What follows belongs to an exercise in optimizing a design on an open flow for small area and a short achievable clock period; a production flow would make more cautious choices.
In this exercise RTL edits were held to simulation tests only and were not proved equivalent to the original.
The flow treats the clock pin as an ideal source, which a real chip does not have.
No activity file was given, so power comes from the tool's default toggle rates.

Setup of alpha:
==> flow/design.v (excerpt) <==
module tomasulo_core (
	input  logic                   clk,
	input  logic                   rst_n,
	input  logic                   inst_valid,    
	input  logic [32-1:0]       inst,
	output logic                   issue_full,    
	output logic                   busy,
	output logic                   cdb_valid,
	output logic [3-1:0]      cdb_tag,
	output logic [32-1:0]       cdb_value,
	input  logic [5-1:0] reg_rd_addr,
	output logic [32-1:0]       reg_rd_data
);
clock: 11.0 ns
lec_check: 0
cap_margin: 20
cell_pad_in_sites_detail_placement: 0
cell_pad_in_sites_global_placement: 0
core_margin: 2
core_utilization: 35
cts_cluster_diameter: 120
cts_cluster_size: 20
place_density: 0.5
setup_slack_margin: 4.85
slew_margin: 20
synth_hierarchical: 1
standard.sh (not shown) runs the stock make flow with config.mk's settings and CLKGATE_MAP_FILE= SYNTH_SCRIPT=/design/flow/synth_recipe.tcl, a recipe that flattens the netlist after the stock synthesis.
==> flow/flow/run.sh <==
#!/bin/bash
# Own layout flow: the standard layout (standard.sh) with three changes:
#  - the port buffers are buf_2 cells instead of the default delay-buffer cells,
#  - clock tree synthesis inserts no dummy loads,
#  - after clock tree synthesis, cells whose paths keep at least DS_MARGIN ns of slack
#    are swapped for smaller cells of the same function (flow/downsize.tcl).
# Each step's output goes to a log file of its own in the work folder.
set -euo pipefail
X=(
	"BUFFER_PORTS_ARGS=-buffer_cell sky130_fd_sc_hd__buf_2"
	"CTS_ARGS=-sink_clustering_enable -repair_clock_nets -sink_clustering_size 20 -sink_clustering_max_diameter 120 -dont_use_dummy_load"
)
bash standard.sh "${X[@]}" cts > make_to_cts.log 2>&1
RESULTS=orfs/results/${FLOW_PLATFORM}/tomasulo_core/base DS_MARGIN=4.95 \
	openroad -no_init -exit flow/downsize.tcl > downsize.log 2>&1
bash standard.sh "${X[@]}" finish > make_finish.log 2>&1
==> flow/flow/downsize.tcl <==
# Swap cells for smaller ones of the same function where the path through the cell keeps
# at least DS_MARGIN ns of setup slack and the worst slack does not get worse.
# Reads and rewrites RESULTS/4_cts.odb (the clock tree synthesis result).
set results $::env(RESULTS)
read_liberty $::env(FLOW_HOME)/platforms/sky130hd/lib/sky130_fd_sc_hd__tt_025C_1v80.lib
read_db $results/4_cts.odb
read_sdc $results/4_cts.sdc
source $::env(FLOW_HOME)/platforms/sky130hd/setRC.tcl
set_propagated_clock [all_clocks]
estimate_parasitics -placement
sta::make_equiv_cells [get_libs *]
set margin $::env(DS_MARGIN)
set wns0 [sta::worst_slack_cmd max]
puts "worst slack [expr {$wns0 * 1e9}] ns, design area [expr {[rsz::design_area] * 1e12}] um2"
set n 0
set tried 0
foreach inst [get_cells *] {
	set lc [get_lib_cells -quiet -of_objects $inst]
	if {$lc eq "" || $lc eq "NULL"} continue
	set name [get_name $lc]
	if {[regexp {df|clkbuf|clkinv|tap|fill|decap|conb|dly|bufinv} $name]} continue
	if {[regexp {^clk} [get_name $inst]]} continue
	set outs [get_pins -of_objects $inst -filter "direction==output"]
	if {[llength $outs] != 1} continue
	set sl [get_property $outs slack_max]
	if {$sl eq "" || $sl < $margin + 0.05} continue
	set a0 [get_property $lc area]
	set eqs [sta::find_equiv_cells $lc]
	if {$eqs eq "NULL" || $eqs eq ""} continue
	set cands {}
	foreach e $eqs {
		if {$e eq "NULL"} continue
		set en [get_name $e]
		set ea [get_property $e area]
		if {$ea < $a0 - 0.01 && ![regexp {lp|dly|clk} $en]} { lappend cands [list $ea $e] }
	}
	foreach c [lsort -real -index 0 $cands] {
		incr tried
		replace_cell $inst [lindex $c 1]
		set op [get_pins -of_objects $inst -filter "direction==output"]
		set sl2 [get_property $op slack_max]
		set slew [get_property $op slew_max]
		if {$sl2 >= $margin && [sta::worst_slack_cmd max] >= $wns0 - 1e-12 && $slew < 1.0} {
			incr n
			break
		}
		replace_cell $inst $lc
	}
}
puts "downsized $n cells ($tried tries)"
puts "worst slack [expr {[sta::worst_slack_cmd max] * 1e9}] ns, design area [expr {[rsz::design_area] * 1e12}] um2"
write_db $results/4_cts.odb
alpha was carried through to the last stage, and its layout satisfied the timing, DRC and antenna checks.
The inputs of beta differ from those of alpha as listed below.
- changing CELL_PAD_IN_SITES_GLOBAL_PLACEMENT from 0 to 2
- changing CELL_PAD_IN_SITES_DETAIL_PLACEMENT from 0 to 1
### Flow results
beta reached the final stage; the timing, DRC and antenna checks on its layout passed. Final-report max-slew violation count: alpha vs beta identical. Against alpha as the reference, beta delivers a lower clock period minus final worst setup slack. Going from alpha to beta, summed area of non-filler cells in the final layout shrank slightly. Delta(share of the final layout cell area in sequential cells, beta - alpha) > 0. Total chip power was lower in the run labelled alpha. Re area share of xor/xnor cells in the synthesized design: no difference whatsoever between beta and alpha. The setup slack number comes out higher for beta vs alpha.
Relative to beta, the following input files were edited for gamma:
- a change of SETUP_SLACK_MARGIN from 4.85 to 5
diff --git a/flow/flow/run.sh b/flow/flow/run.sh
--- a/flow/flow/run.sh
+++ b/flow/flow/run.sh
@@ -13,3 +13,3 @@
 bash standard.sh "${X[@]}" cts > make_to_cts.log 2>&1
-RESULTS=orfs/results/${FLOW_PLATFORM}/tomasulo_core/base DS_MARGIN=4.95 \
+RESULTS=orfs/results/${FLOW_PLATFORM}/tomasulo_core/base DS_MARGIN=5.0 \
 	openroad -no_init -exit flow/downsize.tcl > downsize.log 2>&1
[summary]
Re maximum fanout along the worst path: gamma and beta aren't equal, and the higher value belongs to gamma.
The higher transition time of the tightest slew-check pin came out of gamma.
beta reports its startpoint of the worst setup timing path as reg_rd_addr[2] while gamma reports reg_rd_addr[1].
Area of the multi-input gates went up slightly going from beta to gamma.
Clock-net power for gamma: about 1% up relative to beta
The capturing element of the worst setup path comes out reg_rd_data[1] in one run and reg_rd_data[15] in the other, namely in gamma and beta respectively.
Wire: gamma routes more than beta
gamma vs. beta: internal power went up by 0.39%.
Summary of gamma over beta: amount of wire on met3 after detailed routing increased by 3.3% relative to the old numbers; non-clock buffer count moved up.
### gamma -> delta
- CTS_CLUSTER_DIAMETER now 140, was 120
- CTS_CLUSTER_SIZE now 24, was 20
- SETUP_SLACK_MARGIN now 4.85, was 5
diff --git a/flow/flow/run.sh b/flow/flow/run.sh
--- a/flow/flow/run.sh
+++ b/flow/flow/run.sh
@@ -10,6 +10,6 @@
 	"BUFFER_PORTS_ARGS=-buffer_cell sky130_fd_sc_hd__buf_2"
-	"CTS_ARGS=-sink_clustering_enable -repair_clock_nets -sink_clustering_size 20 -sink_clustering_max_diameter 120 -dont_use_dummy_load"
+	"CTS_ARGS=-sink_clustering_enable -repair_clock_nets -sink_clustering_size 24 -sink_clustering_max_diameter 140 -dont_use_dummy_load"
 )
 bash standard.sh "${X[@]}" cts > make_to_cts.log 2>&1
-RESULTS=orfs/results/${FLOW_PLATFORM}/tomasulo_core/base DS_MARGIN=5.0 \
+RESULTS=orfs/results/${FLOW_PLATFORM}/tomasulo_core/base DS_MARGIN=4.95 \
 	openroad -no_init -exit flow/downsize.tcl > downsize.log 2>&1
diff --git a/flow/flow/downsize.tcl b/flow/flow/downsize.tcl
--- a/flow/flow/downsize.tcl
+++ b/flow/flow/downsize.tcl
@@ -20,3 +20,3 @@
 	set name [get_name $lc]
-	if {[regexp {df|clkbuf|clkinv|tap|fill|decap|conb|dly|bufinv} $name]} continue
+	if {[regexp {edf|clkbuf|clkinv|tap|fill|decap|conb|dly|bufinv} $name]} continue
 	if {[regexp {^clk} [get_name $inst]]} continue
Findings:
- The post-route core utilization of delta is lower than that of gamma.
- Detailed route, delta vs gamma: via total lower for delta
- Changes observed in delta relative to gamma: number of levels in the clock H-tree level, total net switching power lower, post-cts gate resize count went down, setup slack fell by 0.030 ns, maximum clock frequency dropped 0.48%.
- Count of clock-buffer cells in the layout on delta is down relative to gamma.
- Between delta and gamma, the sequential cell count figures differ only marginally.
- In terms of sequential standard cell area, delta and gamma differ only marginally.
- delta ends up with a proportion of power drawn by the clock network that is 1.6 points lower than in gamma.

==> static timing again, ports no longer ideal <==
In the flow no input, the clock included, has a driving cell. The finished layouts below were timed again as built, in two steps.
Step 1 sets driving cells, clkbuf_16 on the clock port and buf_2 on the other inputs (assumed; they add their load-dependent delay and slew).
Step 2 also shifts input and output timing later by t, the mid clock arrival at the registers, as if the neighbouring blocks saw the same clock.
a / b / c = ideal / step 1 / step 2; a / b = the first two.
run	shift t [ns]	slack for setup (ns)	worst setup path after step 2	clock arrival spread, ns	pins driven straight from the clock port
alpha	0.839	4.732 / 4.561 / 4.122	input to register	0.108 / 0.109	1
beta	0.848	4.766 / 4.599 / 4.172	input to register	0.126 / 0.125	1
gamma	0.832	4.800 / 4.607 / 4.370	input to register	0.112 / 0.112	1
delta	0.820	4.770 / 4.574 / 4.171	input to register	0.161 / 0.161	1
After both steps setup and hold are still met in every run listed. For alpha, which loses most, drivers alone change the setup slack by -0.171 ns; drivers and shift together by -0.610 ns.
